Background: an optimization exercise with open tools, aiming at a short achievable clock period and few clock cycles. Do not read the settings as production practice. Only simulation tests tie the RTL to the original design; equivalence was not proved.

## design/flow/run.sh

```bash
#!/bin/bash
# synth_recipe.tcl (not shown) runs the flow's synth.tcl, then flattens the netlist and writes it again
# the make line also repeats each setting of config.mk as NAME=value (left out here)
make -C /OpenROAD-flow-scripts/flow DESIGN_CONFIG=/design/flow/config.mk WORK_HOME=/design/flow/orfs CLKGATE_MAP_FILE= SYNTH_SCRIPT=/design/flow/synth_recipe.tcl finish
```

## design/flow/config.mk

```make
export PLATFORM = sky130hd
export DESIGN_NAME = npu
export DESIGN_NICKNAME = npu
export VERILOG_FILES = /design/flow/design.v
export SDC_FILE = /design/flow/constraint.sdc
export NUM_CORES = 4
export LEC_CHECK = 0
export CAP_MARGIN = 20
export CORE_MARGIN = 2
export CORE_UTILIZATION = 40
export SLEW_MARGIN = 20
```

## design/flow/constraint.sdc

```tcl
create_clock -name core_clock -period 8.0 [get_ports {i_clk}]
set_input_delay 1.6000 -clock core_clock [delete_from_list [all_inputs] [get_ports {i_clk}]]
set_output_delay 1.6000 -clock core_clock [all_outputs]
set_load 0.01 [all_outputs]
```

## design/flow/design.v

```verilog
package npu_pkg;
    localparam int EW   = 16;
    localparam int DOTW = 4;
    localparam int VW   = EW * DOTW;
    localparam int VRFD  = 16;
    localparam int VRFAW = 4;
    localparam int INST_DEPTH = 32;
    localparam int INST_ADDRW = 5;
    localparam int IW         = 16;
    localparam int QDEPTH            = 4;
    localparam int INPUT_BUFFER_SIZE = 8;
    localparam logic [2:0] OP_END  = 3'd0;
    localparam logic [2:0] OP_LOAD = 3'd1;
    localparam logic [2:0] OP_ADD  = 3'd2;
    localparam logic [2:0] OP_SUB  = 3'd3;
    localparam logic [2:0] OP_MUL  = 3'd4;
    localparam logic [2:0] OP_RELU = 3'd5;
    localparam int I_OP_LSB  = 13;
    localparam int I_REPORT  = 12;
    localparam int I_DST_LSB = 8;
    localparam int I_S0_LSB  = 4;
    localparam int I_S1_LSB  = 0;
    localparam logic FETCH_IDLE = 1'b0;
    localparam logic FETCH_RUN  = 1'b1;
endpackage
module npu_fifo #(
    parameter int DEPTH = 4,
    parameter int W     = 16
) (
    input  logic         i_clk,
    input  logic         i_rst_n,
    input  logic         i_wr_en,
    output logic         o_wr_rdy,
    input  logic [W-1:0] i_wr_din,
    input  logic         i_rd_en,
    output logic         o_rd_rdy,
    output logic [W-1:0] o_rd_dout
);
    logic [W-1:0]               mem [DEPTH];
    logic [$clog2(DEPTH)-1:0]   wr_ptr;
    logic [$clog2(DEPTH)-1:0]   rd_ptr;
    logic [$clog2(DEPTH+1)-1:0] count;
    logic                       do_wr;
    logic                       do_rd;
    assign o_wr_rdy  = (count != DEPTH);
    assign o_rd_rdy  = (count != 0);
    assign do_wr     = i_wr_en && o_wr_rdy;
    assign do_rd     = i_rd_en && o_rd_rdy;
    assign o_rd_dout = mem[rd_ptr];
    always_ff @(posedge i_clk) begin
        if (do_wr) begin
            mem[wr_ptr] <= i_wr_din;
        end
    end
    always_ff @(posedge i_clk or negedge i_rst_n) begin
        if (!i_rst_n) begin
            wr_ptr <= '0;
            rd_ptr <= '0;
            count  <= '0;
        end else begin
            if (do_wr) begin
                wr_ptr <= (wr_ptr == DEPTH - 1) ? '0 : wr_ptr + 1'b1;
            end
            if (do_rd) begin
                rd_ptr <= (rd_ptr == DEPTH - 1) ? '0 : rd_ptr + 1'b1;
            end
            case ({do_wr, do_rd})
                2'b10:   count <= count + 1'b1;
                2'b01:   count <= count - 1'b1;
                default: count <= count;
            endcase
        end
    end
endmodule
module inst_fetch (
    input  logic                           i_clk,
    input  logic                           i_rst_n,
    input  logic                           i_inst_wr_en,
    input  logic [npu_pkg::INST_ADDRW-1:0] i_inst_wr_addr,
    input  logic [npu_pkg::IW-1:0]         i_inst_wr_din,
    input  logic                           i_start,
    input  logic [npu_pkg::INST_ADDRW-1:0] i_pc_start_offset,
    output logic                           o_minst_wr_en,
    input  logic                           i_minst_wr_rdy,
    output logic [npu_pkg::IW-1:0]         o_minst_wr_din
);
    logic [npu_pkg::IW-1:0]         imem [npu_pkg::INST_DEPTH];
    logic                           state;
    logic [npu_pkg::INST_ADDRW-1:0] pc;
    logic [npu_pkg::IW-1:0]         rd_data;
    logic                           rd_valid;
    logic                           advance;
    logic                           rd_is_end;
    always_ff @(posedge i_clk) begin
        if (i_inst_wr_en) begin
            imem[i_inst_wr_addr] <= i_inst_wr_din;
        end
    end
    assign o_minst_wr_en  = rd_valid && i_minst_wr_rdy;
    assign o_minst_wr_din = rd_data;
    assign rd_is_end      = (rd_data[npu_pkg::I_OP_LSB +: 3] == npu_pkg::OP_END);
    assign advance = (state == npu_pkg::FETCH_RUN) &&
                     (!rd_valid || (o_minst_wr_en && !rd_is_end));
    always_ff @(posedge i_clk) begin
        if (advance) begin
            rd_data <= imem[pc];
        end
    end
    always_ff @(posedge i_clk or negedge i_rst_n) begin
        if (!i_rst_n) begin
            state    <= npu_pkg::FETCH_IDLE;
            pc       <= '0;
            rd_valid <= 1'b0;
        end else begin
            case (state)
                npu_pkg::FETCH_IDLE: begin
                    if (i_start) begin
                        state <= npu_pkg::FETCH_RUN;
                        pc    <= i_pc_start_offset;
                    end
                end
                default: begin
                    if (advance) begin
                        pc       <= pc + 1'b1;
                        rd_valid <= 1'b1;
                    end else if (o_minst_wr_en) begin
                        rd_valid <= 1'b0;
                        state    <= npu_pkg::FETCH_IDLE;
                    end
                end
            endcase
        end
    end
endmodule
module vrf (
    input  logic                      i_clk,
    input  logic                      i_rst_n,
    input  logic [npu_pkg::VRFAW-1:0] i_rd0_addr,
    input  logic [npu_pkg::VRFAW-1:0] i_rd1_addr,
    output logic [npu_pkg::VW-1:0]    o_rd0_data,
    output logic [npu_pkg::VW-1:0]    o_rd1_data,
    input  logic                      i_wr_en,
    input  logic [npu_pkg::VRFAW-1:0] i_wr_addr,
    input  logic [npu_pkg::VW-1:0]    i_wr_data
);
    logic [npu_pkg::VW-1:0] regs [npu_pkg::VRFD];
    assign o_rd0_data = regs[i_rd0_addr];
    assign o_rd1_data = regs[i_rd1_addr];
    always_ff @(posedge i_clk or negedge i_rst_n) begin
        if (!i_rst_n) begin
            for (int i = 0; i < npu_pkg::VRFD; i++) begin
                regs[i] <= '0;
            end
        end else if (i_wr_en) begin
            regs[i_wr_addr] <= i_wr_data;
        end
    end
endmodule
module exec_unit (
    input  logic                      i_clk,
    input  logic                      i_rst_n,
    input  logic                      i_minst_rd_rdy,
    input  logic [npu_pkg::IW-1:0]    i_minst_rd_dout,
    output logic                      o_minst_rd_en,
    input  logic                      i_vec_rd_rdy,
    input  logic [npu_pkg::VW-1:0]    i_vec_rd_dout,
    output logic                      o_vec_rd_en,
    output logic [npu_pkg::VRFAW-1:0] o_rd0_addr,
    output logic [npu_pkg::VRFAW-1:0] o_rd1_addr,
    input  logic [npu_pkg::VW-1:0]    i_rd0_data,
    input  logic [npu_pkg::VW-1:0]    i_rd1_data,
    output logic                      o_wr_en,
    output logic [npu_pkg::VRFAW-1:0] o_wr_addr,
    output logic [npu_pkg::VW-1:0]    o_wr_data,
    input  logic                      i_start,
    output logic                      o_out_valid,
    output logic [npu_pkg::VW-1:0]    o_out_data,
    output logic                      o_done
);
    localparam int EW = npu_pkg::EW;
    logic [2:0]                h_op;
    logic                      h_report;
    logic [npu_pkg::VRFAW-1:0] h_dst;
    logic [npu_pkg::VRFAW-1:0] h_src0;
    logic [npu_pkg::VRFAW-1:0] h_src1;
    logic                      use_src0;
    logic                      use_src1;
    logic                      a_writes;
    logic                      hazard;
    logic                      load_wait;
    logic                      issue;
    logic                      a_valid;
    logic [2:0]                a_op;
    logic                      a_report;
    logic [npu_pkg::VRFAW-1:0] a_dst;
    logic [npu_pkg::VW-1:0]    a_opa;
    logic [npu_pkg::VW-1:0]    a_opb;
    logic [npu_pkg::VW-1:0]    result;
    assign h_op     = i_minst_rd_dout[npu_pkg::I_OP_LSB +: 3];
    assign h_report = i_minst_rd_dout[npu_pkg::I_REPORT];
    assign h_dst    = i_minst_rd_dout[npu_pkg::I_DST_LSB +: npu_pkg::VRFAW];
    assign h_src0   = i_minst_rd_dout[npu_pkg::I_S0_LSB +: npu_pkg::VRFAW];
    assign h_src1   = i_minst_rd_dout[npu_pkg::I_S1_LSB +: npu_pkg::VRFAW];
    assign use_src0 = (h_op == npu_pkg::OP_ADD) || (h_op == npu_pkg::OP_SUB) ||
                      (h_op == npu_pkg::OP_MUL) || (h_op == npu_pkg::OP_RELU);
    assign use_src1 = (h_op == npu_pkg::OP_ADD) || (h_op == npu_pkg::OP_SUB) ||
                      (h_op == npu_pkg::OP_MUL);
    assign a_writes = a_valid && (a_op != npu_pkg::OP_END);
    assign hazard    = a_writes && ((use_src0 && a_dst == h_src0) ||
                                    (use_src1 && a_dst == h_src1));
    assign load_wait = (h_op == npu_pkg::OP_LOAD) && !i_vec_rd_rdy;
    assign issue     = i_minst_rd_rdy && !hazard && !load_wait;
    assign o_minst_rd_en = issue;
    assign o_vec_rd_en   = issue && (h_op == npu_pkg::OP_LOAD);
    assign o_rd0_addr    = h_src0;
    assign o_rd1_addr    = h_src1;
    always_ff @(posedge i_clk or negedge i_rst_n) begin
        if (!i_rst_n) begin
            a_valid <= 1'b0;
        end else begin
            a_valid <= issue;
        end
    end
    always_ff @(posedge i_clk) begin
        if (issue) begin
            a_op     <= h_op;
            a_report <= h_report;
            a_dst    <= h_dst;
            a_opa    <= (h_op == npu_pkg::OP_LOAD) ? i_vec_rd_dout : i_rd0_data;
            a_opb    <= i_rd1_data;
        end
    end
    for (genvar i = 0; i < npu_pkg::DOTW; i++) begin : g_lane
        logic [EW-1:0] x;
        logic [EW-1:0] y;
        assign x = a_opa[i*EW +: EW];
        assign y = a_opb[i*EW +: EW];
        always_comb begin
            case (a_op)
                npu_pkg::OP_ADD:  result[i*EW +: EW] = x + y;
                npu_pkg::OP_SUB:  result[i*EW +: EW] = x - y;
                npu_pkg::OP_MUL:  result[i*EW +: EW] = x * y;
                npu_pkg::OP_RELU: result[i*EW +: EW] = x[EW-1] ? '0 : x;
                default:          result[i*EW +: EW] = x;
            endcase
        end
    end
    assign o_wr_en   = a_writes;
    assign o_wr_addr = a_dst;
    assign o_wr_data = result;
    always_ff @(posedge i_clk or negedge i_rst_n) begin
        if (!i_rst_n) begin
            o_out_valid <= 1'b0;
            o_done      <= 1'b0;
        end else begin
            o_out_valid <= a_writes && a_report;
            if (a_valid && a_op == npu_pkg::OP_END) begin
                o_done <= 1'b1;
            end else if (i_start) begin
                o_done <= 1'b0;
            end
        end
    end
    always_ff @(posedge i_clk) begin
        if (a_valid) begin
            o_out_data <= result;
        end
    end
endmodule
module npu (
    input  logic                           i_clk,
    input  logic                           i_rst_n,
    input  logic                           i_inst_wr_en,
    input  logic [npu_pkg::INST_ADDRW-1:0] i_inst_wr_addr,
    input  logic [npu_pkg::IW-1:0]         i_inst_wr_din,
    input  logic                           i_in_wr_en,
    output logic                           o_in_wr_rdy,
    input  logic [npu_pkg::VW-1:0]         i_in_wr_din,
    input  logic                           i_start,
    input  logic [npu_pkg::INST_ADDRW-1:0] i_pc_start_offset,
    output logic                           o_out_valid,
    output logic [npu_pkg::VW-1:0]         o_out_data,
    output logic                           o_done
);
    logic             minst_wr_en;
    logic             minst_wr_rdy;
    logic [npu_pkg::IW-1:0]    minst_wr_din;
    logic             minst_rd_en;
    logic             minst_rd_rdy;
    logic [npu_pkg::IW-1:0]    minst_rd_dout;
    logic             vec_rd_en;
    logic             vec_rd_rdy;
    logic [npu_pkg::VW-1:0]    vec_rd_dout;
    logic [npu_pkg::VRFAW-1:0] vrf_rd0_addr;
    logic [npu_pkg::VRFAW-1:0] vrf_rd1_addr;
    logic [npu_pkg::VW-1:0]    vrf_rd0_data;
    logic [npu_pkg::VW-1:0]    vrf_rd1_data;
    logic             vrf_wr_en;
    logic [npu_pkg::VRFAW-1:0] vrf_wr_addr;
    logic [npu_pkg::VW-1:0]    vrf_wr_data;
    inst_fetch u_inst_fetch (
        .i_clk             (i_clk),
        .i_rst_n           (i_rst_n),
        .i_inst_wr_en      (i_inst_wr_en),
        .i_inst_wr_addr    (i_inst_wr_addr),
        .i_inst_wr_din     (i_inst_wr_din),
        .i_start           (i_start),
        .i_pc_start_offset (i_pc_start_offset),
        .o_minst_wr_en     (minst_wr_en),
        .i_minst_wr_rdy    (minst_wr_rdy),
        .o_minst_wr_din    (minst_wr_din)
    );
    npu_fifo #(
        .DEPTH (npu_pkg::QDEPTH),
        .W     (npu_pkg::IW)
    ) u_inst_queue (
        .i_clk     (i_clk),
        .i_rst_n   (i_rst_n),
        .i_wr_en   (minst_wr_en),
        .o_wr_rdy  (minst_wr_rdy),
        .i_wr_din  (minst_wr_din),
        .i_rd_en   (minst_rd_en),
        .o_rd_rdy  (minst_rd_rdy),
        .o_rd_dout (minst_rd_dout)
    );
    npu_fifo #(
        .DEPTH (npu_pkg::INPUT_BUFFER_SIZE),
        .W     (npu_pkg::VW)
    ) u_in_buffer (
        .i_clk     (i_clk),
        .i_rst_n   (i_rst_n),
        .i_wr_en   (i_in_wr_en),
        .o_wr_rdy  (o_in_wr_rdy),
        .i_wr_din  (i_in_wr_din),
        .i_rd_en   (vec_rd_en),
        .o_rd_rdy  (vec_rd_rdy),
        .o_rd_dout (vec_rd_dout)
    );
    vrf u_vrf (
        .i_clk      (i_clk),
        .i_rst_n    (i_rst_n),
        .i_rd0_addr (vrf_rd0_addr),
        .i_rd1_addr (vrf_rd1_addr),
        .o_rd0_data (vrf_rd0_data),
        .o_rd1_data (vrf_rd1_data),
        .i_wr_en    (vrf_wr_en),
        .i_wr_addr  (vrf_wr_addr),
        .i_wr_data  (vrf_wr_data)
    );
    exec_unit u_exec_unit (
        .i_clk           (i_clk),
        .i_rst_n         (i_rst_n),
        .i_minst_rd_rdy  (minst_rd_rdy),
        .i_minst_rd_dout (minst_rd_dout),
        .o_minst_rd_en   (minst_rd_en),
        .i_vec_rd_rdy    (vec_rd_rdy),
        .i_vec_rd_dout   (vec_rd_dout),
        .o_vec_rd_en     (vec_rd_en),
        .o_rd0_addr      (vrf_rd0_addr),
        .o_rd1_addr      (vrf_rd1_addr),
        .i_rd0_data      (vrf_rd0_data),
        .i_rd1_data      (vrf_rd1_data),
        .o_wr_en         (vrf_wr_en),
        .o_wr_addr       (vrf_wr_addr),
        .o_wr_data       (vrf_wr_data),
        .i_start         (i_start),
        .o_out_valid     (o_out_valid),
        .o_out_data      (o_out_data),
        .o_done          (o_done)
    );
endmodule
```

==> results.txt <==
## through the flow
step	hold WS (ns)	util (%)	worst slack, ns	instances
final	0.491	45.4	0.832	13786
after global routing	0.520	45.4	0.466	13781
after CTS	0.492	45.4	0.760	13761
after detailed placement	0.481	42.4	0.824	13283
after global placement	0.468	42.4	0.838	13282
after floorplan	0.427	-	0.0268	9655
## state kept, by name, indices dropped and copies added, names as in the netlist
name                     count
u_exec_unit.o_done           1
u_inst_queue.count           3
u_inst_fetch.rd_data        16
u_inst_queue.rd_ptr          2
u_vrf.regs                1024
u_exec_unit.a_valid          1
u_exec_unit.a_dst            4
u_in_buffer.mem            512
u_inst_fetch.pc              5
u_in_buffer.rd_ptr           3
u_in_buffer.wr_ptr           3
u_inst_fetch.imem          512
u_inst_queue.wr_ptr          2
u_exec_unit.a_opb           64
u_exec_unit.a_opa           64
u_exec_unit.o_out_data      64
u_exec_unit.a_op             3
u_inst_queue.mem            64
u_inst_fetch.rd_valid        1
u_exec_unit.o_out_valid      1
u_inst_fetch.state           1
u_exec_unit.a_report         1
u_in_buffer.count            4
## metal layers
layer  vias to the layer above  global-route usage (%)
li1                      35431                       -
met1                     43066                    35.1
met2                      5277                    40.6
met3                      1374                    6.63
met4                        22                    14.3
met5                         -                       0
## kinds of logic (layout without fill, tap and decap cells)
logic type | after synthesis | in the layout | synth area share (%)
compound gates | 2488 | 2488 | 13.7
flops | 2355 | 2355 | 55.3
simple gates | 2164 | 2164 | 8.48
buf+inv | 1246 | 1434 | 4.12
fa+ha+maj | 604 | 604 | 8.46
mux | 533 | 533 | 7.88
xor+xnor | 265 | 265 | 1.99
other cells | 0 | 24 | 0
## placed cells by master, fill, tap and decap left out, types with 20 or more instances in the layout
cell / n
edfxtp_1: 1304
dfrtp_1: 1043
a21oi_1: 818
nor2_1: 765
a22oi_1: 704
nand2_1: 578
inv_1: 551
o21ai_0: 384
fa_1: 326
and2_1: 310
mux4_2: 304
clkbuf_16: 279
ha_1: 278
buf_4: 218
xnor2_1: 177
nand4_1: 160
mux2_2: 151
clkdlybuf4s50_1: 148
nand3_1: 111
a221oi_1: 101
a22o_1: 99
xor2_1: 85
mux2i_1: 78
o22a_1: 69
clkbuf_1: 65
o221ai_1: 63
nand2b_1: 48
a21o_1: 47
nor2_4: 44
nor3_1: 35
clkinv_2: 34
a222oi_1: 31
diode_2: 24
a31oi_1: 24
clkbuf_8: 22
clkinv_1: 22
buf_12: 22
a221oi_2: 20
## area by class of cell
class / instances / area share (%)
flip-flops and latches: 2355 / 49.1
multi-input cells: 6054 / 36.3
clock buffers: 366 / 5.64
well taps: 3919 / 3.68
repair buffers: 404 / 2.77
inverters: 552 / 1.55
clock inverters: 112 / 0.878
diodes: 24 / 0.0450
## worst max-delay path by stage
| stage | from | end | cells after the start |
|---|---|---|---|
| 3_5_place_dp | u_exec_unit.a_opb[17] | u_exec_unit.o_out_data[31] | 18 |
| 5_1_grt | u_exec_unit.a_opb[17] | u_exec_unit.o_out_data[31] | 18 |
| 4_1_cts | u_exec_unit.a_opb[17] | u_exec_unit.o_out_data[31] | 18 |
| 3_3_place_gp | u_exec_unit.a_opb[17] | u_exec_unit.o_out_data[31] | 18 |
| 2_1_floorplan | u_exec_unit.a_valid | u_in_buffer.count[3] | 11 |
| 6_report | u_exec_unit.a_opb[17] | u_exec_unit.o_out_data[31] | 18 |
==> run_results.csv <==
group,metric,value,unit
place,placed_cell_area,125000,um^2
yosys,synth.cell_area,118000,um^2
worst_setup_path,critical-path-slowest-cell,"a211oi_4",
yosys,synth_seq_cells,2355,
route,firstDrtPassIters,7,
yosys,synth_cell_type_count,87,
global_route,first_global_vias,85944,
yosys,synth_common_cells,"1,304 x edfxtp_1, 1,051 x dfrtp_1, 821 x a21oi_1, 788 x nor2_1, 704 x a22oi_1",
floorplanning,fp.dieH,548,um
worst_hold_path,hold_depth,1,
finish,layout-drive-gt1-share,12.6,%
cts,clockRootBuffer,"clkbuf_16",
finish,multiInputGateArea,48500,um^2
run_status,status,"complete, no violations",
yosys,synthFlopType,"edfxtp_1",
worst_hold_path,min_to,"u_in_buffer.count[3]",
route,num_vias,85170,
worst_setup_path,cp_top_family,"adder cells",
timing,slew_violations,0,
floorplanning,ios,162,
worst_hold_path,min_path_type,"reg -> reg",
yosys,yosys.area.top_type_share,33.1,%
timing,fin_setup_tns,0,ns
cts,cts_tree,"done",
worst_setup_path,crit_buf_inv,4,
timing,slew_headroom,19.6,%
finish,syn2layout_area_growth,12.8,%
worst_setup_path,reg2reg_to,"u_exec_unit.o_out_data[31]",
global_route,grt_pass1_wl,592000,um
worst_setup_path,crit_path_start_kind,"flip-flop",
cts,ctsHtreeMaxLevel,5,
timing,setup_viol,0,
worst_setup_path,regToRegSetupSlack,0.83,ns
route,drtIter0Drc,11745,
worst_setup_path,worstPathCellList,"nand2_1 > fa_1 > fa_1 > fa_1 > fa_1 > inv_1 > fa_1 > inv_1 > fa_1 > inv_1 > ha_1 > a21oi_1 > o21a_1 > a31oi_1 > o41ai_1 > xnor2_1 > a211oi_4 > inv_1",
cts,clock_sinks,2355,
cts,cts_buffer_depth,4,
worst_setup_path,cp-end-kind,"flip-flop",
route,routedWlPerCell,29.5,um
finish,seq_area,65500,um^2
floorplanning,fp.dieW,548,um
route,wl_met3,43100,um
yosys,async_flop_share,44.6,%
worst_setup_path,worstPathMaxFanout,17,
global_route,grt_max_degree,179,
floorplanning,start_util,40.2,%
cts,post_cts_buffers,0,
place,port_buffers,161,
cts,insertion_delay,0.91,ns
route,wl_met2,181000,um
flow_run,max_cap_viol_count,0,
cts,hold_buffers,0,
timing,period_share,89.6,%
route,wl_met1,157000,um
yosys,ys_warn_count,6,
route,dr.max_layer_used,"met5",
worst_setup_path,path_class,"reg -> reg",
route,ant_nets,0,
finish,nets,10333,
global_route,grt_overflow,0,
global_route,track_usage,26.6,%
worst_setup_path,critical_path.most_common_cell,"fa_1",
place,routabilityCongestion,0.902,
floorplanning,die_area,300000,um^2
place,dpl.hpwl,240000,um
yosys,synth_most_common_cell,"edfxtp_1",
cts,ctsResizeCount,0,
worst_hold_path,hp-start,"u_in_buffer.count[3]",
route,viasPerCell,6.18,
yosys,synthCells,9655,
yosys,yosysSeqAreaShare,55.3,%
timing,finClkSkew,0.0701,ns
timing,finalHoldViolCount,0,
floorplanning,rows,199,
yosys,synth_top_cell_by_area,"edfxtp_1",
yosys,synth_fp_nets,10354,
worst_setup_path,max_stage_delay,0.81,ns
timing,worstMarginPinSlew,1.21,ns
floorplanning,core_area,294000,um^2
yosys,avgSynthCellArea,12.3,um^2
cts,cts_buffers,267,
timing,grt_setup_unrepaired,"no",
finish,fillers,26287,
worst_setup_path,worstPathRequired,8.59,ns
route,routed_wl,407000,um
yosys,synth.area.top_cells,"edfxtp_1 33%, dfrtp_1 22%, mux4_2 5.8%, fa_1 5.5%, a22oi_1 4.5%",
worst_setup_path,crit_arrival,7.76,ns
global_route,antenna_found_initial,22,
timing,fmax,140,MHz
yosys,synth_edf_count,1304,
route,drc_errors,0,
worst_setup_path,rr_worst_depth,18,
finish,final_cell_area,133000,um^2
worst_setup_path,rr_startpoint,"u_exec_unit.a_opb[17]",
cts,path_clk_slew,0.06,ns
timing,fin_crit,7.17,ns
Testbench counts, summed over its fixed seeds: cycles 6,720.

what the ideal ports hide:
The results above use ideal ports. As a check the final layout listed here was re-extracted and re-timed, cells and wires unchanged.
Step 1 (the two cells are an assumption about what drives the block):
set clk [get_ports {i_clk}]
set_driving_cell -lib_cell sky130_fd_sc_hd__clkbuf_16 $clk
set_driving_cell -lib_cell sky130_fd_sc_hd__buf_2 [delete_from_list [all_inputs] $clk]
Step 2 times the ports against the registers' clock, not the clock port: input delays grow and output delays shrink by t, the midpoint of the rising clock arrivals with the driver on.
Slacks: no drivers / after step 1 / after step 2; pairs: no drivers / after step 1.
shift t [ns]: 0.978
setup WS [ns]: 0.832 / 0.832 / 0.832
hold WS [ns]: 0.491 / 0.491 / 0.491
After both steps setup and hold are still met in this run. For this run, drivers alone change the setup slack by 0.000 ns; drivers and shift together by 0.000 ns.
